This is an optimization exercise on Yosys and OpenROAD, whose aim is a short achievable clock period and few clock cycles, not a production implementation.
Function was checked by simulation only, so behaviour that the tests miss may differ from the original.
Power is estimated from default activity; no workload was simulated.

--- design/flow/standard.sh ---
#!/bin/bash
# synth_recipe.tcl (not shown) runs the flow's synth.tcl, then flattens the netlist and writes it again
# the make line also repeats each setting of config.mk as NAME=value (left out here)
make -C /OpenROAD-flow-scripts/flow DESIGN_CONFIG=/design/flow/config.mk WORK_HOME=/design/flow/orfs CLKGATE_MAP_FILE= SYNTH_SCRIPT=/design/flow/synth_recipe.tcl "${@:-finish}"
--- design/flow/config.mk ---
export PLATFORM = sky130hd
export DESIGN_NAME = DCacheTop
export DESIGN_NICKNAME = DCacheTop
export VERILOG_FILES = /design/flow/design.v
export SDC_FILE = /design/flow/constraint.sdc
export NUM_CORES = 4
export LEC_CHECK = 0
export CAP_MARGIN = 50
export CORE_MARGIN = 2
export CORE_UTILIZATION = 40
export CTS_CLUSTER_DIAMETER = 100
export CTS_CLUSTER_SIZE = 24
export SETUP_SLACK_MARGIN = 2.7
export SLEW_MARGIN = 75
export SYNTH_HIERARCHICAL = 1
export TNS_END_PERCENT = 5
--- design/flow/design.v ---
`default_nettype none
package CacheTypes;
    typedef enum logic [1:0] {
        CacheCommand_WriteThrough = 2'd0,
        CacheCommand_Replace      = 2'd1,
        CacheCommand_Invalidate   = 2'd2
    } CacheCommand;
    typedef enum logic [1:0] {
        CacheOp_Load  = 2'd0,
        CacheOp_Store = 2'd1,
        CacheOp_Flush = 2'd2
    } CacheOp;
endpackage
`default_nettype wire
`timescale 1ns/1ps
`default_nettype none
module DCacheAoi22 (
    input  logic a1,
    input  logic a2,
    input  logic b1,
    input  logic b2,
    output logic y
);
    assign y = !((a1 && a2) || (b1 && b2));
endmodule
module DCacheNand3 (
    input  logic a,
    input  logic b,
    input  logic c,
    output logic y
);
    assign y = !(a && b && c);
endmodule
module DCacheNand3B (
    input  logic an,
    input  logic b,
    input  logic c,
    output logic y
);
    assign y = !(!an && b && c);
endmodule
module DCacheNor3 (
    input  logic a,
    input  logic b,
    input  logic c,
    output logic y
);
    assign y = !(a || b || c);
endmodule
module DCacheOr2 (
    input  logic a,
    input  logic b,
    output logic y
);
    assign y = a || b;
endmodule
module DCacheNand2 (
    input  logic a,
    input  logic b,
    output logic y
);
    assign y = !(a && b);
endmodule
module DCacheNand2B (
    input  logic an,
    input  logic b,
    output logic y
);
    assign y = !(!an && b);
endmodule
`default_nettype wire
`timescale 1ns/1ps
`default_nettype none
module DCacheTop (
    input  logic clk,
    input  logic rst,
    input  logic reqValid,
    input  logic [1:0] reqOp,
    input  logic [((7 + 3) + 2)-1:0] reqAddr,
    input  logic [32-1:0] reqData,
    output logic busy,
    output logic respDone,
    output logic [32-1:0] respData,
    output logic [(7 + 3)-1:0] memAddr,
    output logic memReadEnable,
    output logic memWriteEnable,
    output logic [((1 << 2) * 32)-1:0] memWriteValue,
    input  logic memReadDone,
    input  logic memWriteDone,
    input  logic [((1 << 2) * 32)-1:0] memReadValue
);
    localparam int WW = 32;
    localparam int OW = 2;
    localparam int IW = 3;
    localparam int TW = 7;
    localparam int LW = ((1 << 2) * 32);
    localparam int AW = ((7 + 3) + 2);
    localparam int MW = (7 + 3);
    localparam int NL = 1 << IW;
    localparam int NW = 1 << OW;
    logic [NL-1:0] validBits;
    logic [TW-1:0] tags [NL];
    logic [LW-1:0] lines [NL];
    logic stResp;       
    logic rdLoad;       
    logic rdStore;      
    logic stWrite;      
    logic stReadReg;    
    logic hitResp;      
    logic [NW-1:0] respSel;      
    logic hitRespHi;
    logic [NW-1:0] respSelHi;
    logic [NL-1:0] fwdLine;      
    logic [NW-1:0] storeWord;    
    logic [NW-1:0] storeOther;   
    logic storeHitWrite;         
    logic [NW-1:0] dataWord;     
    logic [NL-1:0] idxRegHot;    
    logic [NL-1:0] lookBlock;    
    logic lookData;              
    logic [AW-1:0] addrReg;
    logic [WW-1:0] dataReg;
    logic [MW-1:0] memAddrReg;
    logic [WW-1:0] respReg;      
    logic [LW-1:0] writeLine;    
    logic [IW-1:0] idxReg;
    logic [TW-1:0] tagReg;
    assign idxReg = addrReg[OW +: IW];
    assign tagReg = addrReg[AW-1 -: TW];
    logic [OW-1:0] reqOff;
    logic [IW-1:0] reqIdx;
    logic [TW-1:0] reqTag;
    assign reqOff = reqAddr[OW-1:0];
    assign reqIdx = reqAddr[OW +: IW];
    assign reqTag = reqAddr[AW-1 -: TW];
    logic isLoad, isStore, isFlush;
    assign isLoad = (reqOp == 2'd0);
    assign isStore = (reqOp == 2'd1);
    assign isFlush = (reqOp == 2'd2);
    logic busyRd, busyWr, doneRd, doneWr;
    DCacheNand2B u_busyRd (.an(memReadDone), .b(rdLoad), .y(busyRd));
    DCacheNand2B u_busyWr (.an(memWriteDone), .b(stWrite), .y(busyWr));
    DCacheNand3B u_busy (.an(rdStore), .b(busyRd), .c(busyWr), .y(busy));
    DCacheNand2 u_doneRd (.a(rdLoad), .b(memReadDone), .y(doneRd));
    DCacheNand2 u_doneWr (.a(stWrite), .b(memWriteDone), .y(doneWr));
    DCacheNand3B u_done (.an(stResp), .b(doneRd), .c(doneWr), .y(respDone));
    logic accept;
    assign accept = reqValid && !busy;
    logic [NL-1:0] idxDec;       
    logic [NL-1:0] idxHot;       
    logic [NW-1:0] offHot;       
    logic fwd;
    always_comb begin
        fwd = 1'b0;
        for (int i = 0; i < NL; i++) begin
            idxDec[i] = (reqIdx == IW'(i));
            idxHot[i] = idxDec[i] && !fwdLine[i];
            fwd = fwd || (idxDec[i] && fwdLine[i]);
        end
        for (int w = 0; w < NW; w++) begin
            offHot[w] = (reqOff == OW'(w));
        end
    end
    logic hit;
    always_comb begin
        hit = fwd && (tagReg == reqTag);
        for (int i = 0; i < NL; i++) begin
            hit = hit || (idxHot[i] && validBits[i] && (tags[i] == reqTag));
        end
    end
    logic [NL-1:0][NW-1:0] lookSel;
    logic [NW-1:0] fwdSel;
    always_comb begin
        for (int w = 0; w < NW; w++) begin
            for (int i = 0; i < NL; i++) begin
                lookSel[i][w] = idxHot[i] && offHot[w];
            end
            fwdSel[w] = fwd && offHot[w];
        end
    end
    logic [WW-1:0] lookWord;
    for (genvar b = 0; b < WW; b++) begin : g_look
        logic [35:0] sel, dat;
        logic [17:0] pairN;
        logic [5:0] six;
        logic [1:0] eighteenN;
        for (genvar w = 0; w < NW; w++) begin : g_w
            for (genvar i = 0; i < NL; i++) begin : g_i
                assign sel[w * NL + i] = lookSel[i][w];
                assign dat[w * NL + i] = lines[i][w * WW + b];
            end
            assign sel[32 + w] = fwdSel[w];
            assign dat[32 + w] = memReadValue[w * WW + b];
        end
        for (genvar k = 0; k < 18; k++) begin : g_pair
            DCacheAoi22 u (.a1(sel[2 * k]), .a2(dat[2 * k]),
                           .b1(sel[2 * k + 1]), .b2(dat[2 * k + 1]), .y(pairN[k]));
        end
        for (genvar k = 0; k < 6; k++) begin : g_six
            DCacheNand3 u (.a(pairN[3 * k]), .b(pairN[3 * k + 1]), .c(pairN[3 * k + 2]), .y(six[k]));
        end
        for (genvar k = 0; k < 2; k++) begin : g_eighteen
            DCacheNor3 u (.a(six[3 * k]), .b(six[3 * k + 1]), .c(six[3 * k + 2]), .y(eighteenN[k]));
        end
        DCacheNand2 u_out (.a(eighteenN[0]), .b(eighteenN[1]), .y(lookWord[b]));
    end
    logic [NL-1:0] idxHotW;
    always_comb begin
        for (int i = 0; i < NL; i++) begin
            idxHotW[i] = idxDec[i] && !lookBlock[i];
        end
    end
    logic [LW-1:0] nextWriteLine;
    for (genvar w = 0; w < NW; w++) begin : g_wl
        logic [NL-1:0] lineSel;
        logic reqSel, memSel;
        for (genvar i = 0; i < NL; i++) begin : g_sel
            assign lineSel[i] = idxHotW[i] && !offHot[w];
        end
        assign reqSel = lookData && offHot[w];
        assign memSel = storeOther[w] || (fwd && !offHot[w]);
        for (genvar b = 0; b < WW; b++) begin : g_b
            logic [5:0] pairN;
            logic [1:0] six;
            DCacheAoi22 u_p0 (.a1(storeWord[w]), .a2(dataReg[b]),
                              .b1(reqSel), .b2(reqData[b]), .y(pairN[0]));
            DCacheAoi22 u_p1 (.a1(memSel), .a2(memReadValue[w * WW + b]),
                              .b1(lineSel[0]), .b2(lines[0][w * WW + b]), .y(pairN[1]));
            DCacheAoi22 u_p2 (.a1(lineSel[1]), .a2(lines[1][w * WW + b]),
                              .b1(lineSel[2]), .b2(lines[2][w * WW + b]), .y(pairN[2]));
            DCacheAoi22 u_p3 (.a1(lineSel[3]), .a2(lines[3][w * WW + b]),
                              .b1(lineSel[4]), .b2(lines[4][w * WW + b]), .y(pairN[3]));
            DCacheAoi22 u_p4 (.a1(lineSel[5]), .a2(lines[5][w * WW + b]),
                              .b1(lineSel[6]), .b2(lines[6][w * WW + b]), .y(pairN[4]));
            DCacheNand2 u_p5 (.a(lineSel[7]), .b(lines[7][w * WW + b]), .y(pairN[5]));
            DCacheNand3 u_s0 (.a(pairN[0]), .b(pairN[1]), .c(pairN[2]), .y(six[0]));
            DCacheNand3 u_s1 (.a(pairN[3]), .b(pairN[4]), .c(pairN[5]), .y(six[1]));
            DCacheOr2 u_out (.a(six[0]), .b(six[1]), .y(nextWriteLine[w * WW + b]));
        end
    end
    assign memAddr = memAddrReg;
    assign memReadEnable = stReadReg;
    assign memWriteEnable = stWrite;
    assign memWriteValue = writeLine;
    for (genvar b = 0; b < WW; b++) begin : g_resp
        logic lo, hi, hitTerm;
        logic [NW-1:0] sel;
        logic hs;
        assign sel = (b < WW / 2) ? respSel : respSelHi;
        assign hs = (b < WW / 2) ? hitResp : hitRespHi;
        DCacheAoi22 u_lo (
            .a1(sel[0]), .a2(memReadValue[0 * WW + b]),
            .b1(sel[1]), .b2(memReadValue[1 * WW + b]), .y(lo));
        DCacheAoi22 u_hi (
            .a1(sel[2]), .a2(memReadValue[2 * WW + b]),
            .b1(sel[3]), .b2(memReadValue[3 * WW + b]), .y(hi));
        DCacheNand2 u_hit (.a(hs), .b(respReg[b]), .y(hitTerm));
        DCacheNand3 u_out (.a(lo), .b(hi), .c(hitTerm), .y(respData[b]));
    end
    logic refill;
    assign refill = (isLoad || isStore) && !hit;
    always_ff @(posedge clk) begin
        if (rst) begin
            stResp <= 1'b0;
            rdLoad <= 1'b0;
            rdStore <= 1'b0;
            stWrite <= 1'b0;
            stReadReg <= 1'b0;
            hitResp <= 1'b0;
            respSel <= '0;
            fwdLine <= '0;
            storeWord <= '0;
            storeOther <= '0;
            storeHitWrite <= 1'b0;
            lookBlock <= '0;
            lookData <= 1'b1;
        end else if (accept) begin
            stResp <= !(isLoad || isStore) || (isLoad && hit);
            rdLoad <= isLoad && !hit;
            rdStore <= isStore && !hit;
            stWrite <= isStore && hit;
            stReadReg <= refill;
            hitResp <= isLoad && hit;
            storeHitWrite <= isStore && hit;
            lookData <= !(isStore && !hit);
            for (int w = 0; w < NW; w++) begin
                respSel[w] <= isLoad && !hit && offHot[w];
                storeWord[w] <= isStore && !hit && offHot[w];
                storeOther[w] <= isStore && !hit && !offHot[w];
            end
            for (int i = 0; i < NL; i++) begin
                fwdLine[i] <= isLoad && !hit && idxDec[i];
                lookBlock[i] <= (isLoad && !hit && idxDec[i]) || (isStore && !hit);
            end
        end else begin
            stResp <= 1'b0;
            rdLoad <= rdLoad && !memReadDone;
            rdStore <= rdStore && !memReadDone;
            stWrite <= (stWrite && !memWriteDone) || (rdStore && memReadDone);
            stReadReg <= stReadReg && !memReadDone;
            hitResp <= 1'b0;
            respSel <= memReadDone ? '0 : respSel;
            fwdLine <= memReadDone ? '0 : fwdLine;
            storeWord <= memReadDone ? '0 : storeWord;
            storeOther <= memReadDone ? '0 : storeOther;
            storeHitWrite <= 1'b0;
            lookBlock <= memReadDone ? '0 : lookBlock;
            lookData <= lookData || memReadDone;
        end
    end
    always_ff @(posedge clk) begin
        if (accept) begin
            hitRespHi <= isLoad && hit;
            for (int w = 0; w < NW; w++) begin
                respSelHi[w] <= isLoad && !hit && offHot[w];
            end
        end else begin
            hitRespHi <= 1'b0;
            respSelHi <= memReadDone ? '0 : respSelHi;
        end
    end
    always_ff @(posedge clk) begin
        if (!busy) begin
            addrReg <= reqAddr;
            dataReg <= reqData;
            idxRegHot <= idxDec;
            dataWord <= isStore ? offHot : '0;
        end
    end
    always_ff @(posedge clk) begin
        if (accept) begin
            memAddrReg <= reqAddr[AW-1:OW];
        end
    end
    always_ff @(posedge clk) begin
        respReg <= lookWord;
    end
    always_ff @(posedge clk) begin
        if (!(stWrite && !memWriteDone)) begin
            writeLine <= nextWriteLine;
        end
    end
    logic install;
    assign install = stReadReg && memReadDone;
    always_ff @(posedge clk) begin
        if (rst) begin
            validBits <= '0;
        end else begin
            if (install) begin
                validBits[idxReg] <= 1'b1;
            end
            if (accept && isFlush) begin
                validBits[reqIdx] <= 1'b0;
            end
        end
    end
    always_ff @(posedge clk) begin
        if (install) begin
            tags[idxReg] <= tagReg;
        end
    end
    always_ff @(posedge clk) begin
        for (int i = 0; i < NL; i++) begin
            for (int w = 0; w < NW; w++) begin
                if ((install || (storeHitWrite && dataWord[w])) && idxRegHot[i]) begin
                    lines[i][w * WW +: WW] <= dataWord[w] ? dataReg : memReadValue[w * WW +: WW];
                end
            end
        end
    end
endmodule
`default_nettype wire
--- design/flow/constraint.sdc ---
create_clock -name core_clock -period 5.5 [get_ports {clk}]
set_input_delay 1.1000 -clock core_clock [delete_from_list [all_inputs] [get_ports {clk}]]
set_output_delay 1.1000 -clock core_clock [all_outputs]
set_load 0.01 [all_outputs]
--- design/flow/flow/run.sh ---
#!/bin/bash
# The standard layout (standard.sh), except that the port buffers that
# buffer_ports inserts are sky130 buf_4 cells rather than the delay-cell
# buffers it picks on its own; repair may still resize them.
# The whole make output goes to standard_flow.log, ORFS's per-step logs stay
# under orfs/logs.
set -euo pipefail
bash standard.sh "BUFFER_PORTS_ARGS=-buffer_cell sky130_fd_sc_hd__buf_4" finish > standard_flow.log 2>&1
==> results of run 1 <==
==> area by class of cell <==
| cell class | count | area, µm² | area share, % |
|---|---|---|---|
| Sequential cell | 1353 | 39900 | 50.2 |
| Multi-Input combinational cell | 2646 | 25800 | 32.4 |
| Timing Repair Buffer | 942 | 9030 | 11.4 |
| Tap cell | 2160 | 2700 | 3.40 |
| Clock buffer | 110 | 1900 | 2.39 |
| Clock inverter | 7 | 101 | 0.128 |
| Inverter | 14 | 85.1 | 0.107 |
| Antenna cell | 8 | 20.0 | 0.0252 |
==> synth_stat cells, types with 16 or more instances <==
library cell,number,share of area [%]
mux2_2,128,2.2
nor3_1,29,0.22
xor2_1,57,0.77
nand3_1,482,3.7
dfxtp_1,77,2.4
nor3_2,66,1.0
nor2b_1,36,0.35
nand2_1,215,1.2
a22oi_2,1280,25
a32o_1,20,0.31
nor2_1,76,0.44
or2_1,128,1.2
nand2b_1,16,0.15
edfxtp_1,1276,59
clkbuf_1,33,0.19
==> state kept, by name, indices dropped and copies added, names as in the netlist, 8 cells and up <==
register    flops
addrReg        10
dataReg        32
fwdLine         8
idxRegHot       8
lines        1024
lookBlock       8
memAddrReg     10
respReg        32
tags           56
validBits       8
writeLine     128
==> modules after synthesis (local to each module, per instance) <==
module,area [µm²],flip-flops and latches,cells inside
DCacheNand3B,7.51,0,1
DCacheNor3,10.0,0,1
DCacheTop,44000,1353,1908
DCacheAoi22,12.5,0,1
DCacheOr2,6.26,0,1
DCacheNand2,3.75,0,1
DCacheNand2B,6.26,0,1
DCacheNand3,5.00,0,1
==> power breakdown <==
| group | switching (mW) | internal (mW) |
|---|---|---|
| combinational | 1.87 | 1.15 |
| clock | 3.43 | 2.44 |
| sequential | 0.232 | 11.7 |
| total | 5.54 | 15.3 |
==> logic make-up after synthesis <==
group / share of synthesized area [%]
flip-flops: 61.7
AO/OA/AOI/OAI: 25.6
AND/OR/NAND/NOR: 8.97
multiplexers: 2.23
XOR/XNOR: 0.882
buffers and inverters: 0.401
adder cells (fa/ha/maj): 0.194
==> timing repair <==
action,CTS,global route
resized for setup,49,35
pin swaps,23,17
buffers inserted,26,32
setup endpoints to repair,177,200
gates cloned,1,1
==> stage by stage <==
stage | instance area, µm² | std cells
global placement | 72200 | 6693
detailed placement | 76500 | 7045
global route | 79500 | 7234
finish | 79500 | 7240
CTS | 78900 | 7189
floorplan | 65100 | 4058
==> worst min-delay path: cells and delay by family (launching register included) <==
family / cells / cell delay, ns
AOI/OAI and AO/OA: 1 / 0.06
DFF: 1 / 0.34
and+or+nand+nor: 1 / 0.04
==> metal layers <==
layer	global-route usage (%)	wire length, µm
met2	49.8	122000
met5	0	94
met1	44.3	108000
met3	8.96	33200
met4	18.4	18400
==> worst paths after layout <==
path                            slack [ns]        endpoint          from
worst min register to register        0.47    lookBlock[1]  lookBlock[1]
worst max register to register        2.63     respReg[17]    fwdLine[3]
worst max-delay path                  2.13  writeLine[120]    reqAddr[3]
worst min-delay path                  0.47    lookBlock[1]  lookBlock[1]
==> metrics.md, run 1 <==
| Metric | Value |
|---|---|
| Status | `finished clean` |
| Mapped cell area | `roughly 65,000 µm²` |
| Pwr dens | `262 nW/µm²` |
| # setup viols final | `0` |
| Syn Inst Count | `between 4,000 and 5,000` |
| Hold WS | `0.473 ns` |
| Routed WL per cell | `39.0 µm` |
| Core box area | `160,000 µm²` |
| Clock Path Buffers | `3` |
| Layout cells sized above 1 | `between 50% and 60%` |
| Global-route wire length before repair | `379 mm` |
| Clock-pin slew on the worst setup and hold paths | `0.10 ns` |
| Tmin final | `3.37 ns` |
| GP Congestion | `roughly 0.93` |
| Setup WS post-layout | `2.13 ns` |
| Worst setup EP type | `flip-flop` |
| Worst setup path class | `input pin to flip-flop` |
| Final hold viol count | `0` |
| Data arrival time of the worst path | `3.78 ns` |
| Io pins | `353` |
| Worst hold path class | `flip-flop to flip-flop` |
| First-iteration detailed-routing DRC count | `6,344` |
| Filler cell count | `about 14,000` |
| CTS tree | `yes` |
| Yosys warns | `9` |
| CTS Hold Bufs | `0` |
| Max-Cap Viols | `0` |
| Min-Delay Path Depth | `2` |
| Placement Setup Slack | `between 0.9 and 1 ns` |
| Clk sinks | `1,353` |
| Setup_tns | `0 ns` |
| Post-synth ARST share | `0%` |
| Design Power | `20.8 mW` |
| Crit Path Max Fanout | `17` |
| P_leak | `25.3 nW` |
| Site row count | `147` |
| Residual DRC | `0` |
| Syn Area/Cell | `15.9 µm²` |
| VDD IR max | `approximately 250 µV` |
| GRT Resource Usage Total | `33.5%` |
| TritonCTS Buffers | `67` |
| Final Cycle Share | `61.3%` |
| Vias per inst | `6.62` |
| H-tree Lvls | `3` |
| Ys flop type | `edfxtp_1` |
| Clock latency (worst-skew pair) | `0.74 ns` |
| Most common cell after layout, fill and taps aside | `a22oi_2` |
| Final #Nets | `5,213` |
| Most frequent cells in the layout | `1,280 x a22oi_2, 1,276 x edfxtp_1, 591 x buf_4` |
| Clock Root Buffer | `clkbuf_16` |
| Most used cell, CP | `buf_4` |
| Starting Density | `40.3%` |
| Fmax achieved | `~0.3 GHz` |
| Slew headroom | `around 72%` |
| Die ar. | `165,000 µm²` |
| Buf/Inv on CP | `8` |
| Largest net degree at the start of global routing | `33` |
| CP Depth | `15` |
| Initial antenna violation count | `14` |
| Clock skew | `around 0.055 ns` |
| Count of flip-flops with a built-in enable after synthesis | `1,276` |
| Slowest CP cell | `or2_1` |
| Die Span X | `just over 400 µm` |
| Routed WL | `282 mm` |
| ANT nets after route | `0` |
| Post-DP HPWL | `213 mm` |
| Port Buffers | `around 350` |
| Worst Reg-to-Reg Cells | `16` |
| CP Data Required Time | `roughly 5.9 ns` |
| Slew Limit Fails | `0` |
| Register area share after synthesis | `approximately 60%` |
| Vias in the first global route | `46,000` |
| RSZ-0062 raised after global routing | `true` |
| Via count | `47,900` |
| Utilization after layout | `49.6%` |
| Critical Path Max Stage Delay | `0.40 ns` |
| CP Cell Sequence | `buf_12 -> inv_12 -> ha_4 -> ha_4 -> buf_4 -> nand2b_2 -> nor2_4 -> buf_4 -> buf_4 -> buf_4 -> buf_4 -> buf_6 -> a22oi_2 -> nand3_1 -> or2_1` |
| GR Overflow Total | `0` |
| Die Ht | `406 µm` |
| Mapped Nets | `about 4,200` |
| Slew of the pin with the lowest slew margin | `roughly 0.42 ns` |
| Critical path launch point type | `input pin` |
| CP top delay family | `buffers and inverters` |
| First drt pass iteration count | `6` |
| Count of state elements after synthesis | `1,353` |
| Area grow syn2layout | `23.1%` |
| Post-synth cell types | `53` |
Testbench counts, summed over its fixed seeds: cycles 24,267.
==> run 2: changes to the inputs <==
--- a/design/flow/config.mk
+++ b/design/flow/config.mk
@@ -11,4 +11,5 @@
 export CTS_CLUSTER_DIAMETER = 100
 export CTS_CLUSTER_SIZE = 24
+export PLACE_DENSITY = 0.72
 export SETUP_SLACK_MARGIN = 2.7
 export SLEW_MARGIN = 75
==> run 2 against run 1 <==
  * Still clean on timing, DRC and antenna
  * Die area did not move
  * Via count rose by 3.1%
  * Clock power fell by 1%
  * Global-route usage fell by 0.65 points
  * Clock-buffer cell count rose by 2
  * Non-clock buffer count fell by 5
  * Combinational power fell by 1%
  * First-iteration DRC count rose by 20%
  * Hold slack improved by 0.0031 ns
  * Largest cell class unchanged
==> metrics.md, run 2 <==
| Metric | Value |
|---|---|
| CP Cell Sequence | `buf_12 -> inv_12 -> ha_2 -> nand2_2 -> nor3_4 -> buf_1 -> buf_2 -> buf_2 -> buf_4 -> buf_2 -> buf_2 -> buf_4 -> a22oi_2 -> nand3_1 -> or2_1 (was buf_12 -> inv_12 -> ha_4 -> ha_4 -> buf_4 -> nand2b_2 -> nor2_4 -> buf_4 -> buf_4 -> buf_4 -> buf_4 -> buf_6 -> a22oi_2 -> nand3_1 -> or2_1)` |
| TritonCTS Buffers | `67 (unchanged)` |
| Ys flop type | `edfxtp_1 (unchanged)` |
| Vias per inst | `6.83 (was 6.62)` |
| Register area share after synthesis | `61.7% (unchanged)` |
| CP Data Required Time | `6.07 ns (was 5.91 ns)` |
| Worst hold path class | `flip-flop to flip-flop (unchanged)` |
| Residual DRC | `0 (unchanged)` |
| GR Overflow Total | `0 (unchanged)` |
| Core box area | `160,000 µm² (unchanged)` |
| Initial antenna violation count | `13 (was 14)` |
| Most used cell, CP | `buf_2 (was buf_4)` |
| Post-synth top area cell | `edfxtp_1 (unchanged)` |
| Clock Path Buffers | `3 (unchanged)` |
| CTS Hold Bufs | `0 (unchanged)` |
| Clock Root Buffer | `clkbuf_16 (unchanged)` |
| Global-route wire length before repair | `376 mm (was 379 mm)` |
| Slew of the pin with the lowest slew margin | `0.431 ns (was 0.415 ns)` |
| Count of flip-flops with a built-in enable after synthesis | `1,276 (unchanged)` |
| Slew Limit Fails | `0 (unchanged)` |
| First drt pass iteration count | `6 (unchanged)` |
| Tmin final | `3.12 ns (was 3.37 ns)` |
| Count leader, synth | `a22oi_2 (unchanged)` |
| Share of the synthesized area in the top cell type | `59.3% (unchanged)` |
| Post-synth ARST share | `0% (unchanged)` |
| Post-synth cell types | `53 (unchanged)` |
| Count of state elements after synthesis | `1,353 (unchanged)` |
| Max reg flops | `1,024 (unchanged)` |
| Final Cycle Share | `56.7% (was 61.3%)` |
| CP top delay family | `buffers and inverters (unchanged)` |
| Crit Path Max Fanout | `5 (was 17)` |
| Most frequent cells in the layout | `1,280 x a22oi_2, 1,276 x edfxtp_1, 626 x buf_4 (was 1,280 x a22oi_2, 1,276 x edfxtp_1, 591 x buf_4)` |
| Synth top area cells | `edfxtp_1 59%, a22oi_2 25%, nand3_1 3.7% (unchanged)` |
| Slew headroom | `71.2% (was 72.3%)` |
| Clock latency (worst-skew pair) | `0.74 ns (about the same)` |
| P_leak | `25.3 nW (about the same)` |
| GP Congestion | `0.985 (was 0.933)` |
| ANT nets after route | `0 (unchanged)` |
| Routed WL per cell | `38.3 µm (was 39.0 µm)` |
| Clock skew | `0.0410 ns (was 0.0553 ns)` |
| # setup viols final | `0 (unchanged)` |
| Most common cell after layout, fill and taps aside | `a22oi_2 (unchanged)` |
| Die Ht | `406 µm (unchanged)` |
| Mapped cell area | `64,600 µm² (unchanged)` |
| Clock-pin slew on the worst setup and hold paths | `0.10 ns (about the same)` |
| Slowest CP cell | `nor3_4 (was or2_1)` |
| Status | `finished clean (unchanged)` |
| H-tree Lvls | `3 (unchanged)` |
| GRT Resource Usage Total | `32.8% (was 33.5%)` |
| Area grow syn2layout | `22.9% (was 23.1%)` |
| Vias in the first global route | `48,100 (was 46,000)` |
| Site row count | `147 (unchanged)` |
| Placement Setup Slack | `1.22 ns (was 0.948 ns)` |
| Worst setup EP type | `flip-flop (unchanged)` |
| Io pins | `353 (unchanged)` |
| Setup WS post-layout | `2.38 ns (was 2.13 ns)` |
| Routed WL | `277 mm (was 282 mm)` |
| CTS tree | `yes (unchanged)` |
| First-iteration detailed-routing DRC count | `7,605 (was 6,344)` |
| Yosys warns | `9 (unchanged)` |
| VDD IR max | `250 µV (was 251 µV)` |
| Hold WS | `0.477 ns (was 0.473 ns)` |
| Setup_tns | `0 ns (unchanged)` |
| Syn Inst Count | `4,058 (unchanged)` |
| RSZ-0062 raised after global routing | `true (unchanged)` |
| Commonest cells in the netlist | `1,280 x a22oi_2, 1,276 x edfxtp_1, 482 x nand3_1 (unchanged)` |
| Max-Cap Viols | `0 (unchanged)` |
| Post-DP HPWL | `205 mm (was 213 mm)` |
| Die Span X | `406 µm (unchanged)` |
| Clk sinks | `1,353 (unchanged)` |
| Pwr dens | `261 nW/µm² (was 262 nW/µm²)` |
| Worst setup path class | `input pin to flip-flop (unchanged)` |
| Fmax achieved | `0.321 GHz (was 0.296 GHz)` |
| Mapped Nets | `4,247 (unchanged)` |
| Syn Area/Cell | `15.9 µm² (unchanged)` |
| Critical Path Max Stage Delay | `0.40 ns (about the same)` |
| Die ar. | `165,000 µm² (unchanged)` |
| Buf/Inv on CP | `9 (was 8)` |
| Largest reg by FF count | `lines (unchanged)` |
| Starting Density | `40.3% (unchanged)` |
| Layout cells sized above 1 | `53.0% (was 52.8%)` |
| Via count | `49,400 (was 47,900)` |
| Critical path launch point type | `input pin (unchanged)` |
| Filler cell count | `13,300 (was 13,500)` |
| Data arrival time of the worst path | `3.69 ns (was 3.78 ns)` |
| Port Buffers | `352 (unchanged)` |
| Final hold viol count | `0 (unchanged)` |
| Regs by FF count | `lines (1024), writeLine (128), tags (56) (unchanged)` |
| Largest net degree at the start of global routing | `34 (was 33)` |
| Final #Nets | `5,208 (was 5,213)` |
run 2: metal layers:
metal	vias to the layer above	track usage, %	routed length (µm)
met5	-	0	68
met4	12	21.7	23000
met3	1124	12.1	44500
met2	4634	46.7	114000
met1	24700	41.7	95000
li1	19000	-	-
run 2: worst paths after layout:
kind | to | from | slack, ns | depth (start not counted)
worst max-delay path | writeLine[108] | reqAddr[2] | 2.38 | 15
worst min-delay path | lookBlock[1] | lookBlock[1] | 0.48 | 2
worst max register to register | lines[6][32] | stReadReg | 2.73 | 9
worst min register to register | lookBlock[1] | lookBlock[1] | 0.48 | 2
run 2: where the power goes:
group	internal, mW	total, mW	switching (mW)
sequential	11.7	12.0	0.275
combinational	1.15	2.98	1.83
clock	2.41	5.81	3.40
run 2: per-module statistics from Yosys, one instance, submodules excluded:
module	flops+latches	area, µm²	cells inside
DCacheTop	1353	44000	1908
DCacheAoi22	0	12.5	1
DCacheNor3	0	10.0	1
DCacheNand3B	0	7.51	1
DCacheNand2B	0	6.26	1
DCacheOr2	0	6.26	1
DCacheNand3	0	5.00	1
DCacheNand2	0	3.75	1
run 2: cell families (layout without fill, tap and decap cells):
logic type      count (synthesis)  in the layout  share of synthesized area [%]
mux                           128            128                           2.23
simple gates                 1098           1098                           8.97
compound gates               1345           1345                           25.6
xor+xnor                       65             65                          0.882
other cells                     0              6                              0
flops                        1353           1353                           61.7
fa+ha+maj                      10             10                          0.194
buf+inv                        59           1072                          0.401
run 2: worst register-to-register path: cells and delay by family, from the launching register on:
kind / cells / cell delay, ns
flip-flops: 1 / 0.44
AND/OR/NAND/NOR: 2 / 0.63
buffers and inverters: 6 / 1.30
AO/OA/AOI/OAI: 1 / 0.10
run 2: cell type report:
cell class	instances	area [µm²]	share of cell area [%]
Multi-Input combinational cell	2646	25800	32.6
Antenna cell	6	15.0	0.0189
Tap cell	2160	2700	3.41
Sequential cell	1353	39900	50.3
Timing Repair Buffer	937	8850	11.2
Clock buffer	112	1890	2.38
Clock inverter	9	101	0.128
Inverter	14	85.1	0.107
run 2: repair_timing:
action | CTS | global route
gates resized for setup | 61 | 21
pin swaps | 26 | 21
endpoints found under the setup margin | 229 | 201
cloned | 1 | 1
setup buffers | 26 | 26
run 2: per-stage QoR:
| step | instance area, µm² | std cells | power (mW) | util [%] |
|---|---|---|---|---|
| 5_1_grt | 79300 | 7234 | 21.1 | 49.5 |
| 2_1_floorplan | 65100 | 4058 | 13.3 | - |
| 3_5_place_dp | 76300 | 7035 | 15.0 | 47.6 |
| 3_3_place_gp | 72100 | 6692 | 14.7 | 45.0 |
| 6_report | 79300 | 7237 | 20.7 | 49.5 |
| 4_1_cts | 78800 | 7183 | 20.6 | 49.1 |
==> run 3: changes to the inputs <==
--- a/design/flow/config.mk
+++ b/design/flow/config.mk
@@ -8,5 +8,5 @@
 export CAP_MARGIN = 50
 export CORE_MARGIN = 2
-export CORE_UTILIZATION = 40
+export CORE_UTILIZATION = 55
 export CTS_CLUSTER_DIAMETER = 100
 export CTS_CLUSTER_SIZE = 24
==> run 3 against run 2 <==
  * Critical path depth fell by 11
  * Still clean on timing, DRC and antenna
  * Clock skew is 0.0027 ns lower
  * Sequential cell count did not move
  * Non-clock buffer count rose by 32
  * Largest power group unchanged
==> metrics.md, run 3 <==
| Metric | Value |
|---|---|
| Most common cell after layout, fill and taps aside | `a22oi_2 (unchanged)` |
| Port Buffers | `352 (unchanged)` |
| Final Cycle Share | `57.7% (was 56.7%)` |
| CTS tree | `yes (unchanged)` |
| GP Congestion | `0.992 (was 0.985)` |
| Placed Instances | `6,429 (was 7,035)` |
| Pwr dens | `263 nW/µm² (was 261 nW/µm²)` |
| Slowest CP cell | `edfxtp_1 (was nor3_4)` |
| Final #Nets | `5,239 (was 5,208)` |
| Post-Layout Cell Count | `6,630 (was 7,237)` |
| CP Data Required Time | `4.40 ns (was 6.07 ns)` |
| Status | `finished clean (unchanged)` |
| Global-route wire length before repair | `369 mm (was 376 mm)` |
| Register area share after synthesis | `61.7% (unchanged)` |
| Design Power | `20.7 mW (about the same)` |
| Largest reg by FF count | `lines (unchanged)` |
| P_leak | `25.5 nW (was 25.3 nW)` |
| Most frequent cells in the layout | `1,280 x a22oi_2, 1,276 x edfxtp_1, 664 x buf_4 (was 1,280 x a22oi_2, 1,276 x edfxtp_1, 626 x buf_4)` |
| Vias in the first global route | `47,600 (was 48,100)` |
| Int Power | `15.3 mW (was 15.2 mW)` |
| Count leader, synth | `a22oi_2 (unchanged)` |
| Max-Cap Viols | `0 (unchanged)` |
| Share of the synthesized area in the top cell type | `59.3% (unchanged)` |
| Worst setup path class | `flip-flop to output pin (was input pin to flip-flop)` |
| Post-synth cell types | `53 (unchanged)` |
| Die Ht | `347 µm (was 406 µm)` |
| Regs by FF count | `lines (1024), writeLine (128), tags (56) (unchanged)` |
| Worst setup EP type | `output pin (was flip-flop)` |
| Ys flop type | `edfxtp_1 (unchanged)` |
| Io pins | `353 (unchanged)` |
| Share of power burned in registers | `57.6% (was 57.7%)` |
| Clock-pin slew on the worst setup and hold paths | `0.10 ns (about the same)` |
| Area grow syn2layout | `22.2% (was 22.9%)` |
| Tmin final | `3.17 ns (was 3.12 ns)` |
| Clock Path Buffers | `3 (unchanged)` |
| First drt pass iteration count | `7 (was 6)` |
| Max reg flops | `1,024 (unchanged)` |
| Vias per inst | `7.53 (was 6.83)` |
| Post-DP HPWL | `195 mm (was 205 mm)` |
| Post-synth top area cell | `edfxtp_1 (unchanged)` |
| Net Sw Frac | `26.0% (was 26.5%)` |
| Synth top area cells | `edfxtp_1 59%, a22oi_2 25%, nand3_1 3.7% (unchanged)` |
| Mapped Nets | `4,247 (unchanged)` |
| CP Cell Sequence | `buf_12 -> a22oi_2 -> nand3_4 -> buf_6 (was buf_12 -> inv_12 -> ha_2 -> nand2_2 -> nor3_4 -> buf_1 -> buf_2 -> buf_2 -> buf_4 -> buf_2 -> buf_2 -> buf_4 -> a22oi_2 -> nand3_1 -> or2_1)` |
| Critical path launch point type | `flip-flop (was input pin)` |
| Clock Root Buffer | `clkbuf_16 (unchanged)` |
| Slew headroom | `72.3% (was 71.2%)` |
| Die Span X | `347 µm (was 406 µm)` |
| RSZ-0062 raised after global routing | `true (unchanged)` |
| H-tree Lvls | `3 (unchanged)` |
| Combinational Power Share | `14.2% (was 14.4%)` |
| Clock power share | `28.1% (was 28.0%)` |
| Layout cells sized above 1 | `52.8% (was 53.0%)` |
| Post-synth ARST share | `0% (unchanged)` |
| ANT nets after route | `0 (unchanged)` |
| Residual DRC | `0 (unchanged)` |
| Syn Inst Count | `4,058 (unchanged)` |
| Mapped cell area | `64,600 µm² (unchanged)` |
| GR Overflow Total | `0 (unchanged)` |
| Largest net degree at the start of global routing | `33 (was 34)` |
| Routed WL | `273 mm (was 277 mm)` |
| Worst hold path class | `flip-flop to flip-flop (unchanged)` |
| Crit Path Max Fanout | `5 (unchanged)` |
| Clk sinks | `1,353 (unchanged)` |
| Count of state elements after synthesis | `1,353 (unchanged)` |
| Yosys warns | `9 (unchanged)` |
| Starting Density | `55.5% (was 40.3%)` |
| First-iteration detailed-routing DRC count | `7,987 (was 7,605)` |
| # setup viols final | `0 (unchanged)` |
| GRT Resource Usage Total | `44.0% (was 32.8%)` |
| Setup_tns | `0 ns (unchanged)` |
| Core box area | `116,000 µm² (was 160,000 µm²)` |
| Commonest cells in the netlist | `1,280 x a22oi_2, 1,276 x edfxtp_1, 482 x nand3_1 (unchanged)` |
| Data arrival time of the worst path | `2.07 ns (was 3.69 ns)` |
| Fmax achieved | `0.315 GHz (was 0.321 GHz)` |
| Site row count | `125 (was 147)` |
| Clock skew | `0.0383 ns (was 0.0410 ns)` |
| Switching Power | `5.39 mW (was 5.50 mW)` |
| Routed WL per cell | `41.2 µm (was 38.3 µm)` |
| VDD IR max | `295 µV (was 250 µV)` |
| Count of flip-flops with a built-in enable after synthesis | `1,276 (unchanged)` |
| Critical Path Max Stage Delay | `0.49 ns (was 0.40 ns)` |
| TritonCTS Buffers | `66 (was 67)` |
| Die ar. | `120,000 µm² (was 165,000 µm²)` |
| Slew Limit Fails | `0 (unchanged)` |
| Slew of the pin with the lowest slew margin | `0.415 ns (was 0.431 ns)` |
| Clock latency (worst-skew pair) | `0.72 ns (was 0.74 ns)` |
| Final hold viol count | `0 (unchanged)` |
| Initial antenna violation count | `8 (was 13)` |
| Via count | `49,900 (was 49,400)` |
| Syn Area/Cell | `15.9 µm² (unchanged)` |
==> run 3: cell counts after synthesis <==
Identical to the previous run, type by type.
==> run 3: path summary, 6_finish.rpt <==
check | start | to | slack (ns) | cells past startpoint
setup reg to reg | stWrite | lookBlock[5] | 2.73 | 11
hold reg to reg | lookBlock[4] | lookBlock[4] | 0.47 | 2
setup / recovery | respSelHi[2] | respData[28] | 2.33 | 4
hold / removal | lookBlock[4] | lookBlock[4] | 0.47 | 2
==> run 3: kinds of logic after synthesis <==
logic type | share of synthesized area, %
simple gates | 8.97
buf+inv | 0.401
xor+xnor | 0.882
mux | 2.23
fa+ha+maj | 0.194
compound gates | 25.6
flops | 61.7
==> run 3: layout make-up <==
| type | instances | area (µm²) |
|---|---|---|
| Antenna cell | 5 | 12.5 |
| Clock buffer | 117 | 1970 |
| Clock inverter | 2 | 20.0 |
| Fill cell | 7875 | 37400 |
| Inverter | 14 | 82.6 |
| Multi-Input combinational cell | 2646 | 25700 |
| Sequential cell | 1353 | 39900 |
| Tap cell | 1524 | 1910 |
| Timing Repair Buffer | 969 | 9390 |
==> run 3: modules after synthesis, one instance, submodules excluded <==
module,flip-flops and latches,copies in the design
DCacheTop,1353,1
DCacheAoi22,0,1280
DCacheNor3,0,64
DCacheNand3B,0,2
DCacheNand2B,0,2
DCacheOr2,0,128
DCacheNand3,0,480
DCacheNand2,0,194
==> run 3: critical path, delay by kind of cell, from the launching register on <==
family | cells | cell delay (ns)
and+or+nand+nor | 1 | 0.21
buffers and inverters | 2 | 0.39
AOI/OAI and AO/OA | 1 | 0.28
DFF | 1 | 0.49
==> run 3: what timing repair did <==
item / 4_1_cts / 5_1_grt
hold buffers: 0 / 0
endpoints found under the setup margin: 182 / 212
cloned: 2 / 4
pin swaps: 27 / 16
gates resized for setup: 47 / 21
buffers inserted: 24 / 25
==> run 3: per-layer routing <==
metal,GRT usage (%),routed length (µm),part of all wire (%),up-vias
met5,1.28,423,0.16,-
met4,28.6,22600,8.3,18
met3,17.1,42800,16,1163
met2,63.2,114000,42,4868
met1,55.5,92600,34,24900
li1,-,-,-,19000
==> run 3: metrics by stage <==
step,utilization (%),cell area (µm²),setup WS (ns),hold slack [ns]
2_1_floorplan,-,65100,1.91,0.416
3_3_place_gp,61.5,71600,1.21,0.427
3_5_place_dp,65.1,75700,1.15,0.437
4_1_cts,67.2,78200,2.39,0.463
5_1_grt,67.8,78900,2.29,0.502
6_report,67.8,78900,2.33,0.470
==> run 3: power by group through the flow <==
stage	clock, mW	sequential, mW	combinational [mW]
after floorplan	0	12.1	1.17
final	5.83	11.9	2.95
after detailed placement	0	12.2	2.69
after global routing	6.14	11.9	3.01
after global placement	0	12.2	2.41
after CTS	5.78	11.9	2.75
==> run 4: changes to the inputs <==
--- a/design/flow/config.mk
+++ b/design/flow/config.mk
@@ -6,12 +6,12 @@
 export NUM_CORES = 4
 export LEC_CHECK = 0
-export CAP_MARGIN = 50
+export CAP_MARGIN = 40
 export CORE_MARGIN = 2
-export CORE_UTILIZATION = 55
+export CORE_UTILIZATION = 40
 export CTS_CLUSTER_DIAMETER = 100
 export CTS_CLUSTER_SIZE = 24
 export PLACE_DENSITY = 0.72
 export SETUP_SLACK_MARGIN = 2.7
-export SLEW_MARGIN = 75
+export SLEW_MARGIN = 60
 export SYNTH_HIERARCHICAL = 1
 export TNS_END_PERCENT = 5
==> run 4 against run 3 <==
  * Sequential power hardly changed
  * Non-clock buffer count is 280 lower
  * Register-to-register slack hardly changed
  * Still clean
  * Via count is 3.6% lower
  * Clock power hardly changed
  * First-iteration DRC count is 9.3% lower
  * Sequential cell count stayed put
  * Clock-buffer cell count is 6 lower
  * Synthesized cell count stayed put
==> metrics.md, run 4 <==
| Metric | Value |
|---|---|
| GP Congestion | `0.985 (was 0.992)` |
| Die Span X | `406 µm (was 347 µm)` |
| Mapped cell area | `64,600 µm² (unchanged)` |
| CTS tree | `yes (unchanged)` |
| Final Cycle Share | `56.4% (was 57.7%)` |
| Worst Reg-to-Reg Cells | `11 (unchanged)` |
| Port Buffers | `352 (unchanged)` |
| Syn Inst Count | `4,058 (unchanged)` |
| RSZ-0062 raised after global routing | `true (unchanged)` |
| Filler cell count | `13,500 (was 7,875)` |
| Area grow syn2layout | `19.2% (was 22.2%)` |
| Count of state elements after synthesis | `1,353 (unchanged)` |
| Post-DP HPWL | `189 mm (was 195 mm)` |
| Setup_tns | `0 ns (unchanged)` |
| Vias per inst | `6.89 (was 7.53)` |
| Clock Path Buffers | `3 (unchanged)` |
| TritonCTS Buffers | `68 (was 66)` |
| Slew of the pin with the lowest slew margin | `0.655 ns (was 0.415 ns)` |
| Post-synth cell types | `53 (unchanged)` |
| Placement Setup Slack | `1.38 ns (was 1.15 ns)` |
| Combinational Power Share | `13.4% (was 14.2%)` |
| Worst hold path class | `flip-flop to flip-flop (unchanged)` |
| Crit Path Max Fanout | `7 (was 5)` |
| First drt pass iteration count | `5 (was 7)` |
| Critical path launch point type | `input pin (was flip-flop)` |
| Io pins | `353 (unchanged)` |
| Count leader, synth | `a22oi_2 (unchanged)` |
| Die ar. | `165,000 µm² (was 120,000 µm²)` |
| # setup viols final | `0 (unchanged)` |
| Worst setup path class | `input pin to flip-flop (was flip-flop to output pin)` |
| Slew headroom | `56.3% (was 72.3%)` |
| Crit. Startpoint | `reqAddr[2] (was respSelHi[2])` |
| Syn Area/Cell | `15.9 µm² (unchanged)` |
| Placed Instances | `6,811 (was 6,429)` |
| Net Sw Frac | `26.4% (was 26.0%)` |
| Vias in the first global route | `46,800 (was 47,600)` |
| Routed WL | `275 mm (was 273 mm)` |
| Clock skew | `0.0628 ns (was 0.0383 ns)` |
| GRT Resource Usage Total | `32.6% (was 44.0%)` |
| Yosys warns | `9 (unchanged)` |
| Post-synth ARST share | `0% (unchanged)` |
| Slew Limit Fails | `0 (unchanged)` |
| Fmax achieved | `0.322 GHz (was 0.315 GHz)` |
| Data arrival time of the worst path | `3.67 ns (was 2.07 ns)` |
| H-tree Lvls | `3 (unchanged)` |
| Clock power share | `28.4% (was 28.1%)` |
| Hold WS | `0.466 ns (was 0.470 ns)` |
| Final hold viol count | `0 (unchanged)` |
| Setup WS post-layout | `2.40 ns (was 2.33 ns)` |
| Int Power | `15.2 mW (was 15.3 mW)` |
| Commonest cells in the netlist | `1,280 x a22oi_2, 1,276 x edfxtp_1, 482 x nand3_1 (unchanged)` |
| Share of the synthesized area in the top cell type | `59.3% (unchanged)` |
| P_leak | `24.0 nW (was 25.5 nW)` |
| Worst setup EP type | `flip-flop (was output pin)` |
| Starting Density | `40.3% (was 55.5%)` |
| ANT nets after route | `0 (unchanged)` |
| Initial antenna violation count | `24 (was 8)` |
| First-iteration detailed-routing DRC count | `7,241 (was 7,987)` |
| Largest reg by FF count | `lines (unchanged)` |
| Layout cells sized above 1 | `50.3% (was 52.8%)` |
| Clock-pin slew on the worst setup and hold paths | `0.10 ns (about the same)` |
| Pwr dens | `268 nW/µm² (was 263 nW/µm²)` |
| Final #Nets | `4,961 (was 5,239)` |
| Count of flip-flops with a built-in enable after synthesis | `1,276 (unchanged)` |
| Post-Layout Cell Count | `6,985 (was 6,630)` |
| Worst flop-to-flop path startpoint | `fwdLine[3] (was stWrite)` |
| Global-route wire length before repair | `372 mm (was 369 mm)` |
| Largest net degree at the start of global routing | `69 (was 33)` |
| Worst hold start | `lookBlock[4] (unchanged)` |
| Max reg flops | `1,024 (unchanged)` |
| Via count | `48,100 (was 49,900)` |
| Share of power burned in registers | `58.2% (was 57.6%)` |
| Site row count | `147 (was 125)` |
| Mapped Nets | `4,247 (unchanged)` |
| Tmin final | `3.10 ns (was 3.17 ns)` |
| Routed WL per cell | `39.4 µm (was 41.2 µm)` |
| Clk sinks | `1,353 (unchanged)` |
| Clock latency (worst-skew pair) | `0.73 ns (was 0.72 ns)` |
| GR Overflow Total | `0 (unchanged)` |
| Residual DRC | `0 (unchanged)` |
| Min-Delay Path Depth | `2 (unchanged)` |
| Most common cell after layout, fill and taps aside | `a22oi_2 (unchanged)` |
| Status | `finished clean (unchanged)` |
| Register area share after synthesis | `61.7% (unchanged)` |
| Regs by FF count | `lines (1024), writeLine (128), tags (56) (unchanged)` |
| Max-Cap Viols | `0 (unchanged)` |
| Clock Root Buffer | `clkbuf_16 (unchanged)` |
| Most frequent cells in the layout | `1,280 x a22oi_2, 1,276 x edfxtp_1, 491 x buf_4 (was 1,280 x a22oi_2, 1,276 x edfxtp_1, 664 x buf_4)` |
| Die Ht | `406 µm (was 347 µm)` |
| Ys flop type | `edfxtp_1 (unchanged)` |
| VDD IR max | `305 µV (was 295 µV)` |
| Post-synth top area cell | `edfxtp_1 (unchanged)` |
| Synth top area cells | `edfxtp_1 59%, a22oi_2 25%, nand3_1 3.7% (unchanged)` |
| Switching Power | `5.44 mW (was 5.39 mW)` |
| Core box area | `160,000 µm² (was 116,000 µm²)` |
| CP Data Required Time | `6.07 ns (was 4.40 ns)` |
run 4: cell counts after synthesis:
No cell type changed its count.
run 4: final timing paths:
path                            slack, ns           end
worst max register to register       2.74   respReg[23]
worst min register to register       0.47  lookBlock[4]
worst max-delay path                 2.40   respReg[23]
worst min-delay path                 0.47  lookBlock[4]
run 4: per-layer routing:
| metal | wire length, µm | vias to the layer above | GRT usage [%] |
|---|---|---|---|
| met5 | 429 | - | 1.16 |
| met4 | 21700 | 36 | 20.6 |
| met3 | 43400 | 1086 | 13.1 |
| met2 | 115000 | 4391 | 46.8 |
| met1 | 94900 | 24200 | 40.8 |
| li1 | - | 18500 | - |
run 4: per-stage QoR:
step	util, %	total power [mW]	area [µm²]
floorplan	-	13.3	65100
global placement	45.0	14.7	72100
detailed placement	46.0	14.8	73800
CTS	47.8	20.5	76600
global route	48.0	21.1	77000
finish	48.0	20.6	77000
run 4: layout make-up:
| type | instances | area [µm²] | share of cell area, % |
|---|---|---|---|
| sequential | 1353 | 39900 | 51.8 |
| multi-input combinational | 2646 | 25800 | 33.5 |
| timing repair buffer | 689 | 6490 | 8.43 |
| tap | 2160 | 2700 | 3.51 |
| clock buffer | 111 | 1950 | 2.53 |
| inverter | 14 | 85.1 | 0.111 |
| clock inverter | 6 | 77.6 | 0.101 |
| antenna | 6 | 15.0 | 0.0195 |
run 4: cells by family (layout without fill, tap and decap cells):
family | Yosys count | after routing | synth area share (%)
buffers and inverters | 59 | 820 | 0.401
multiplexers | 128 | 128 | 2.23
other | 0 | 6 | 0
adder cells (fa/ha/maj) | 10 | 10 | 0.194
AO/OA/AOI/OAI | 1345 | 1345 | 25.6
flip-flops | 1353 | 1353 | 61.7
XOR/XNOR | 65 | 65 | 0.882
AND/OR/NAND/NOR | 1098 | 1098 | 8.97
run 4: modules after synthesis (local to each module, per instance):
module | flip-flops and latches | cells
DCacheNand2 | 0 | 1
DCacheOr2 | 0 | 1
DCacheNand2B | 0 | 1
DCacheAoi22 | 0 | 1
DCacheNand3B | 0 | 1
DCacheNor3 | 0 | 1
DCacheTop | 1353 | 1908
DCacheNand3 | 0 | 1
run 4: repair_timing:
item,in CTS,in global routing
hold buffers,0,0
endpoints found under the setup margin,227,225
gates cloned,6,1
gates resized for setup,73,32
buffers inserted,36,2
pin swaps,29,9
run 4: worst max-delay path: stages:
cell     delay [ns]
buf_12         0.10
inv_12         0.04
ha_4           0.17
ha_4           0.15
a22o_1         0.20
a221o_1        0.30
nor2_4         0.21
buf_4          0.17
buf_6          0.15
nor2_4         0.11
buf_12         0.22
a22oi_2        0.35
nand3_1        0.14
nor3_2         0.17
nand2_1        0.09
run 4: power groups by stage:
| stage | combinational, mW | clock, mW | sequential (mW) |
|---|---|---|---|
| after floorplan | 1.17 | 0 | 12.1 |
| after global placement | 2.46 | 0 | 12.3 |
| after detailed placement | 2.57 | 0 | 12.2 |
| after CTS | 2.64 | 5.85 | 12.0 |
| after global routing | 2.83 | 6.19 | 12.0 |
| final | 2.76 | 5.86 | 12.0 |
==> run 5: changes to the inputs <==
--- a/design/flow/config.mk
+++ b/design/flow/config.mk
@@ -6,5 +6,5 @@
 export NUM_CORES = 4
 export LEC_CHECK = 0
-export CAP_MARGIN = 40
+export CAP_MARGIN = 30
 export CORE_MARGIN = 2
 export CORE_UTILIZATION = 40
@@ -13,5 +13,5 @@
 export PLACE_DENSITY = 0.72
 export SETUP_SLACK_MARGIN = 2.7
-export SLEW_MARGIN = 60
+export SLEW_MARGIN = 50
 export SYNTH_HIERARCHICAL = 1
 export TNS_END_PERCENT = 5
==> run 5 against run 4 <==
  * Clock-buffer cell count rose by 3
  * Wire length is 0.30% higher
  * Synthesized cell count is the same
  * Final area is 0.49% lower
  * Clock power is essentially flat
  * Die area is the same
  * Hold slack worse by 0.0031 ns
  * Sequential share of layout area rose by 0.26 points
  * Combinational power hardly changed
  * First-iteration DRC count fell by 1.8%
==> metrics.md, run 5 <==
| Metric | Value |
|---|---|
| Tmin final | `3.13 ns (was 3.10 ns)` |
| Slew headroom | `48.4% (was 56.3%)` |
| CP Cell Sequence | `buf_6 -> a22oi_2 -> nand3_4 -> buf_4 (was buf_12 -> inv_12 -> ha_4 -> ha_4 -> a22o_1 -> a221o_1 -> nor2_4 -> buf_4 -> buf_6 -> nor2_4 -> buf_12 -> a22oi_2 -> nand3_1 -> nor3_2 -> nand2_1)` |
| # setup viols final | `0 (unchanged)` |
| Global-route wire length before repair | `371 mm (was 372 mm)` |
| Fmax achieved | `0.320 GHz (was 0.322 GHz)` |
| RSZ-0062 raised after global routing | `true (unchanged)` |
| Yosys warns | `9 (unchanged)` |
| Clock power share | `28.4% (about the same)` |
| Most frequent cells in the layout | `1,280 x a22oi_2, 1,276 x edfxtp_1, 496 x buf_4 (was 1,280 x a22oi_2, 1,276 x edfxtp_1, 491 x buf_4)` |
| Syn Area/Cell | `15.9 µm² (unchanged)` |
| CTS tree | `yes (unchanged)` |
| Slew Limit Fails | `0 (unchanged)` |
| Worst Hold Path EP | `lookBlock[0] (was lookBlock[4])` |
| Utilization after layout | `47.8% (was 48.0%)` |
| GP Congestion | `0.985 (unchanged)` |
| Largest reg by FF count | `lines (unchanged)` |
| GR Overflow Total | `0 (unchanged)` |
| Slowest CP cell | `edfxtp_1 (was a22oi_2)` |
| Combinational Power Share | `13.3% (was 13.4%)` |
| Final Cycle Share | `56.9% (was 56.4%)` |
| Placement Setup Slack | `1.41 ns (was 1.38 ns)` |
| Residual DRC | `0 (unchanged)` |
| Data arrival time of the worst path | `2.03 ns (was 3.67 ns)` |
| Count leader, synth | `a22oi_2 (unchanged)` |
| Post-synth ARST share | `0% (unchanged)` |
| Slew of the pin with the lowest slew margin | `0.774 ns (was 0.655 ns)` |
| Ys flop type | `edfxtp_1 (unchanged)` |
| ANT nets after route | `0 (unchanged)` |
| Share of the synthesized area in the top cell type | `59.3% (unchanged)` |
| Starting Density | `40.3% (unchanged)` |
| Count of state elements after synthesis | `1,353 (unchanged)` |
| Vias per inst | `6.93 (was 6.89)` |
| First-iteration detailed-routing DRC count | `7,114 (was 7,241)` |
| Mapped Nets | `4,247 (unchanged)` |
| Worst setup EP type | `output pin (was flip-flop)` |
| Vias in the first global route | `46,300 (was 46,800)` |
| Area grow syn2layout | `18.6% (was 19.2%)` |
| P_leak | `23.7 nW (was 24.0 nW)` |
| Placed Instances | `6,760 (was 6,811)` |
| Port Buffers | `352 (unchanged)` |
| Synth top area cells | `edfxtp_1 59%, a22oi_2 25%, nand3_1 3.7% (unchanged)` |
| Most common cell after layout, fill and taps aside | `a22oi_2 (unchanged)` |
| Crit Path Max Fanout | `16 (was 7)` |
| Regs by FF count | `lines (1024), writeLine (128), tags (56) (unchanged)` |
| Filler cell count | `13,600 (was 13,500)` |
| Die Ht | `406 µm (unchanged)` |
| TritonCTS Buffers | `68 (unchanged)` |
| Switching Power | `5.47 mW (was 5.44 mW)` |
| Io pins | `353 (unchanged)` |
| Pwr dens | `270 nW/µm² (was 268 nW/µm²)` |
| Net Sw Frac | `26.5% (was 26.4%)` |
| Worst hold path class | `flip-flop to flip-flop (unchanged)` |
| Int Power | `15.2 mW (about the same)` |
| Clk sinks | `1,353 (unchanged)` |
| Critical Path Max Stage Delay | `0.39 ns (was 0.35 ns)` |
| Layout cells sized above 1 | `49.8% (was 50.3%)` |
| Flop-to-flop setup slack | `2.62 ns (was 2.74 ns)` |
| H-tree Lvls | `3 (unchanged)` |
| Clock Root Buffer | `clkbuf_16 (unchanged)` |
| Routed WL per cell | `39.7 µm (was 39.4 µm)` |
| Critical path launch point type | `flip-flop (was input pin)` |
| CP Data Required Time | `4.40 ns (was 6.07 ns)` |
| Clock skew | `0.0594 ns (was 0.0628 ns)` |
| Worst setup path class | `flip-flop to output pin (was input pin to flip-flop)` |
| VDD IR max | `265 µV (was 305 µV)` |
| Share of power burned in registers | `58.3% (was 58.2%)` |
| Core box area | `160,000 µm² (unchanged)` |
| Status | `finished clean (unchanged)` |
| Max-Cap Viols | `0 (unchanged)` |
| Clock Path Buffers | `3 (unchanged)` |
| Worst hold start | `lookBlock[0] (was lookBlock[4])` |
| Final hold viol count | `0 (unchanged)` |
| Largest net degree at the start of global routing | `69 (unchanged)` |
| Die ar. | `165,000 µm² (unchanged)` |
| Setup_tns | `0 ns (unchanged)` |
| Crit. Startpoint | `respSelHi[3] (was reqAddr[2])` |
| Worst Reg-to-Reg Cells | `5 (was 11)` |
| GRT Resource Usage Total | `32.6% (about the same)` |
| Site row count | `147 (unchanged)` |
| Commonest cells in the netlist | `1,280 x a22oi_2, 1,276 x edfxtp_1, 482 x nand3_1 (unchanged)` |
| First drt pass iteration count | `6 (was 5)` |
| Count of flip-flops with a built-in enable after synthesis | `1,276 (unchanged)` |
| Register area share after synthesis | `61.7% (unchanged)` |
| Via count | `48,200 (was 48,100)` |
| Mapped cell area | `64,600 µm² (unchanged)` |
| Post-Layout Cell Count | `6,947 (was 6,985)` |
| Final #Nets | `4,920 (was 4,961)` |
| Post-synth top area cell | `edfxtp_1 (unchanged)` |
| Routed WL | `276 mm (was 275 mm)` |
| Worst flop-to-flop path startpoint | `stReadReg (was fwdLine[3])` |
| Syn Inst Count | `4,058 (unchanged)` |
| Hold WS | `0.463 ns (was 0.466 ns)` |
| Post-DP HPWL | `186 mm (was 189 mm)` |
| Setup WS post-layout | `2.37 ns (was 2.40 ns)` |
| Post-synth cell types | `53 (unchanged)` |
| CP top delay family | `buffers and inverters (was compound AO/OA/AOI/OAI gates)` |
| Initial antenna violation count | `17 (was 24)` |
| Clock-pin slew on the worst setup and hold paths | `0.10 ns (about the same)` |
| Clock latency (worst-skew pair) | `0.74 ns (was 0.73 ns)` |
| Die Span X | `406 µm (unchanged)` |
| Min-Delay Path Depth | `2 (unchanged)` |
| R2R Path End | `lines[6][45] (was respReg[23])` |
| Max reg flops | `1,024 (unchanged)` |
| Buf/Inv on CP | `2 (was 5)` |
==> run 5: per-layer routing <==
layer / global-route usage, % / vias to the layer above / part of all wire [%]
met5: 1.16 / - / 0.11
met4: 19.2 / 28 / 7.5
met3: 13.5 / 1045 / 16
met2: 47.4 / 4392 / 42
met1: 40.6 / 24300 / 35
li1: - / 18400 / -
==> run 5: worst max-delay path by stage <==
stage | endpoint | cells past startpoint
2_1_floorplan | rdLoad | 10
3_3_place_gp | respReg[0] | 14
3_5_place_dp | respReg[0] | 14
4_1_cts | respData[24] | 4
5_1_grt | respData[24] | 4
6_report | respData[24] | 4
==> run 5: logic make-up (layout without fill, tap and decap cells) <==
kind of cell / after synthesis / in the layout / share of synthesized area, %
other cells: 0 / 6 / 0
compound gates: 1345 / 1345 / 25.6
flops: 1353 / 1353 / 61.7
fa+ha+maj: 10 / 10 / 0.194
xor+xnor: 65 / 65 / 0.882
mux: 128 / 128 / 2.23
simple gates: 1098 / 1098 / 8.97
buf+inv: 59 / 782 / 0.401
==> run 5: cell type report <==
| type | count | area, µm² | share of cell area [%] |
|---|---|---|---|
| Timing Repair Buffer | 648 | 6200 | 8.10 |
| Sequential cell | 1353 | 39900 | 52.1 |
| Clock buffer | 114 | 1940 | 2.53 |
| Multi-Input combinational cell | 2646 | 25700 | 33.6 |
| Tap cell | 2160 | 2700 | 3.53 |
| Clock inverter | 6 | 82.6 | 0.108 |
| Inverter | 14 | 81.3 | 0.106 |
| Antenna cell | 6 | 15.0 | 0.0196 |
==> run 5: what timing repair did <==
| item | 4_1_cts | 5_1_grt |
|---|---|---|
| buffers inserted | 48 | 1 |
| hold buffers | 0 | 0 |
| endpoints found under the setup margin | 232 | 310 |
| pin swaps | 35 | 22 |
| cloned | 8 | 1 |
| resized for setup | 71 | 34 |
==> run 5: metrics by stage <==
step | power (mW) | instance area, µm²
after global routing | 21.1 | 76600
after detailed placement | 14.8 | 73400
final | 20.6 | 76600
after floorplan | 13.3 | 65100
after global placement | 14.7 | 72100
after CTS | 20.5 | 76400
==> run 5: tightest hold or removal path, delay by kind of cell (launching register included) <==
kind	cells	cell delay [ns]
compound gates	1	0.06
simple gates	1	0.04
flops	1	0.34
==> run 5: per-module statistics from Yosys, one instance, submodules excluded <==
module | cells inside | cell area, µm² | flip-flops and latches
DCacheTop | 1908 | 44000 | 1353
DCacheAoi22 | 1 | 12.5 | 0
DCacheNor3 | 1 | 10.0 | 0
DCacheNand3B | 1 | 7.51 | 0
DCacheNand2B | 1 | 6.26 | 0
DCacheOr2 | 1 | 6.26 | 0
DCacheNand3 | 1 | 5.00 | 0
DCacheNand2 | 1 | 3.75 | 0
==> run 5: power groups by stage <==
stage	Clock, mW	Combinational, mW	Sequential, mW
2_1_floorplan	0	1.17	12.1
3_3_place_gp	0	2.46	12.3
3_5_place_dp	0	2.55	12.3
4_1_cts	5.85	2.63	12.0
5_1_grt	6.20	2.80	12.1
6_report	5.87	2.74	12.0
==> run 6: changes to the inputs <==
--- a/design/flow/config.mk
+++ b/design/flow/config.mk
@@ -6,5 +6,5 @@
 export NUM_CORES = 4
 export LEC_CHECK = 0
-export CAP_MARGIN = 30
+export CAP_MARGIN = 50
 export CORE_MARGIN = 2
 export CORE_UTILIZATION = 40
@@ -13,5 +13,5 @@
 export PLACE_DENSITY = 0.72
 export SETUP_SLACK_MARGIN = 2.7
-export SLEW_MARGIN = 50
+export SLEW_MARGIN = 75
 export SYNTH_HIERARCHICAL = 1
-export TNS_END_PERCENT = 5
+export TNS_END_PERCENT = 100
==> run 6 against run 5 <==
  * Clock-buffer cell count decreased by 2
  * Largest cell class unchanged
  * Global-route usage shrank 0.20 points
  * Still clean
  * Power grew 1.2%
  * Combinational power is 15% higher
  * Sequential cell count unchanged
  * First-iteration DRC count increased by 5.6%
==> metrics.md, run 6 <==
| Metric | Value |
|---|---|
| Synth top area cells | `edfxtp_1 59%, a22oi_2 25%, nand3_1 3.7% (unchanged)` |
| Post-DP HPWL | `196 mm (was 186 mm)` |
| Final Cycle Share | `59.2% (was 56.9%)` |
| Most common cell after layout, fill and taps aside | `a22oi_2 (unchanged)` |
| Io pins | `353 (unchanged)` |
| P_leak | `26.1 nW (was 23.7 nW)` |
| Clock power share | `27.9% (was 28.4%)` |
| Die Span X | `406 µm (unchanged)` |
| Worst Hold Path EP | `lookBlock[4] (was lookBlock[0])` |
| Int Power | `15.3 mW (was 15.2 mW)` |
| Main combinational cell family by area after synthesis | `compound AO/OA/AOI/OAI gates (unchanged)` |
| Post-synth cell types | `53 (unchanged)` |
| Setup_tns | `0 ns (unchanged)` |
| Switching Power | `5.55 mW (was 5.47 mW)` |
| Vias in the first global route | `47,600 (was 46,300)` |
| Fmax achieved | `0.307 GHz (was 0.320 GHz)` |
| Slowest CP cell | `nor3_4 (was edfxtp_1)` |
| Syn Inst Count | `4,058 (unchanged)` |
| Multi-input logic area | `26,200 µm² (was 25,700 µm²)` |
| Pwr dens | `258 nW/µm² (was 270 nW/µm²)` |
| Starting Density | `40.3% (unchanged)` |
| H-tree Lvls | `3 (unchanged)` |
| Clock latency (worst-skew pair) | `0.74 ns (about the same)` |
| Buf/Inv on CP | `8 (was 2)` |
| Clock Path Buffers | `3 (unchanged)` |
| Vias per inst | `6.79 (was 6.93)` |
| Largest reg by FF count | `lines (unchanged)` |
| Count leader, synth | `a22oi_2 (unchanged)` |
| Max-Cap Viols | `0 (unchanged)` |
| CP top delay family | `buffers and inverters (unchanged)` |
| Status | `finished clean (unchanged)` |
| Syn Area/Cell | `15.9 µm² (unchanged)` |
| Layout cells sized above 1 | `54.5% (was 49.8%)` |
| Mapped Nets | `4,247 (unchanged)` |
| GR Overflow Total | `0 (unchanged)` |
| Met1 Routed Length | `92.0 mm (was 95.8 mm)` |
| CTS tree | `yes (unchanged)` |
| R2R Path End | `respReg[23] (was lines[6][45])` |
| Share of the synthesized area in the top cell type | `59.3% (unchanged)` |
| Simple-Gate Fraction of Synth Area | `8.97% (unchanged)` |
| Worst hold path class | `flip-flop to flip-flop (unchanged)` |
| Slew headroom | `70.8% (was 48.4%)` |
| Register area share after synthesis | `61.7% (unchanged)` |
| Clock Root Buffer | `clkbuf_16 (unchanged)` |
| Post-Synth Adder-Cell Area | `0.194% (unchanged)` |
| Count of flip-flops with a built-in enable after synthesis | `1,276 (unchanged)` |
| Placement Setup Slack | `1.03 ns (was 1.41 ns)` |
| Port Buffers | `352 (unchanged)` |
| Design Power | `20.9 mW (was 20.6 mW)` |
## run 6: stage by stage
stage | hold WS (ns) | cell area, µm² | instances | utilization (%)
after detailed placement | 0.435 | 76300 | 7023 | 47.5
after global routing | 0.481 | 80900 | 7295 | 50.4
after floorplan | 0.416 | 65300 | 4058 | -
final | 0.457 | 80900 | 7305 | 50.4
after CTS | 0.459 | 80100 | 7225 | 49.9
after global placement | 0.429 | 72100 | 6683 | 44.9
## run 6: worst max path at each step
| stage | slack (ns) | depth (start not counted) | endpoint |
|---|---|---|---|
| floorplan | 1.98 | 9 | respSel[3] |
| global placement | 1.06 | 13 | respReg[12] |
| detailed placement | 1.03 | 18 | respReg[12] |
| CTS | 2.38 | 4 | respData[18] |
| global route | 2.26 | 17 | respReg[23] |
| finish | 2.25 | 18 | respReg[23] |
## run 6: power groups by stage
stage | clock (mW) | combinational [mW] | sequential, mW
after floorplan | 0 | 1.17 | 12.1
after global placement | 0 | 2.45 | 12.2
after detailed placement | 0 | 2.78 | 12.2
after CTS | 5.82 | 2.98 | 11.9
after global routing | 6.15 | 3.21 | 11.9
final | 5.83 | 3.15 | 11.9
## run 6: layer usage
layer,up-vias,GRT usage [%]
met5,-,0
li1,19100,-
met4,32,20.9
met1,24700,39.2
met3,1143,12.0
met2,4624,48.7
## run 6: worst register-to-register path, cell delays in order (launching register included)
cell,delay [ns]
dfxtp_1,0.41
a222oi_1,0.42
a21oi_2,0.13
nor2_4,0.13
buf_6,0.13
buf_8,0.12
buf_8,0.13
nor2_4,0.05
buf_8,0.15
buf_12,0.15
buf_6,0.13
a22oi_2,0.29
nand3_2,0.15
nor3_4,0.33
nand2_1,0.09
## run 6: layout make-up
class	instances	share of cell area (%)
diodes	19	0.0588
clock buffers	112	2.33
flip-flops and latches	1353	49.3
well taps	2160	3.34
clock inverters	10	0.130
inverters	14	0.101
multi-input cells	2646	32.4
repair buffers	991	12.3
## run 6: repair_timing
| item | in CTS | in global routing |
|---|---|---|
| buffers inserted | 65 | 37 |
| endpoints found under the setup margin | 187 | 232 |
| gates cloned | 15 | 2 |
| hold buffers | 0 | 0 |
| pin swaps | 119 | 99 |
| resized for setup | 199 | 51 |
## run 6: per-module statistics from Yosys (local to each module, per instance)
module	flops+latches	cell area [µm²]	copies in the design	cells inside
DCacheAoi22	0	12.5	1280	1
DCacheOr2	0	6.26	128	1
DCacheNand2	0	3.75	194	1
DCacheNand3B	0	7.51	2	1
DCacheNand2B	0	6.26	2	1
DCacheNand3	0	5.00	480	1
DCacheNor3	0	10.0	64	1
DCacheTop	1353	44000	1	1908
## run 6: cells by family (layout without fill, tap and decap cells)
family                   Yosys count  count (layout)
other                              0              19
AND/OR/NAND/NOR                 1098            1098
adder cells (fa/ha/maj)           10              10
flip-flops                      1353            1353
AO/OA/AOI/OAI                   1345            1345
buffers and inverters             59            1127
XOR/XNOR                          65              65
multiplexers                     128             128

Check on run 6: ideal ports give 2.245 ns setup slack; a clkbuf_16 on the clock port and buf_2 on the inputs give 2.191 ns; moving port delays by the midpoint clock arrival (0.803 ns) as well gives 1.452 ns.
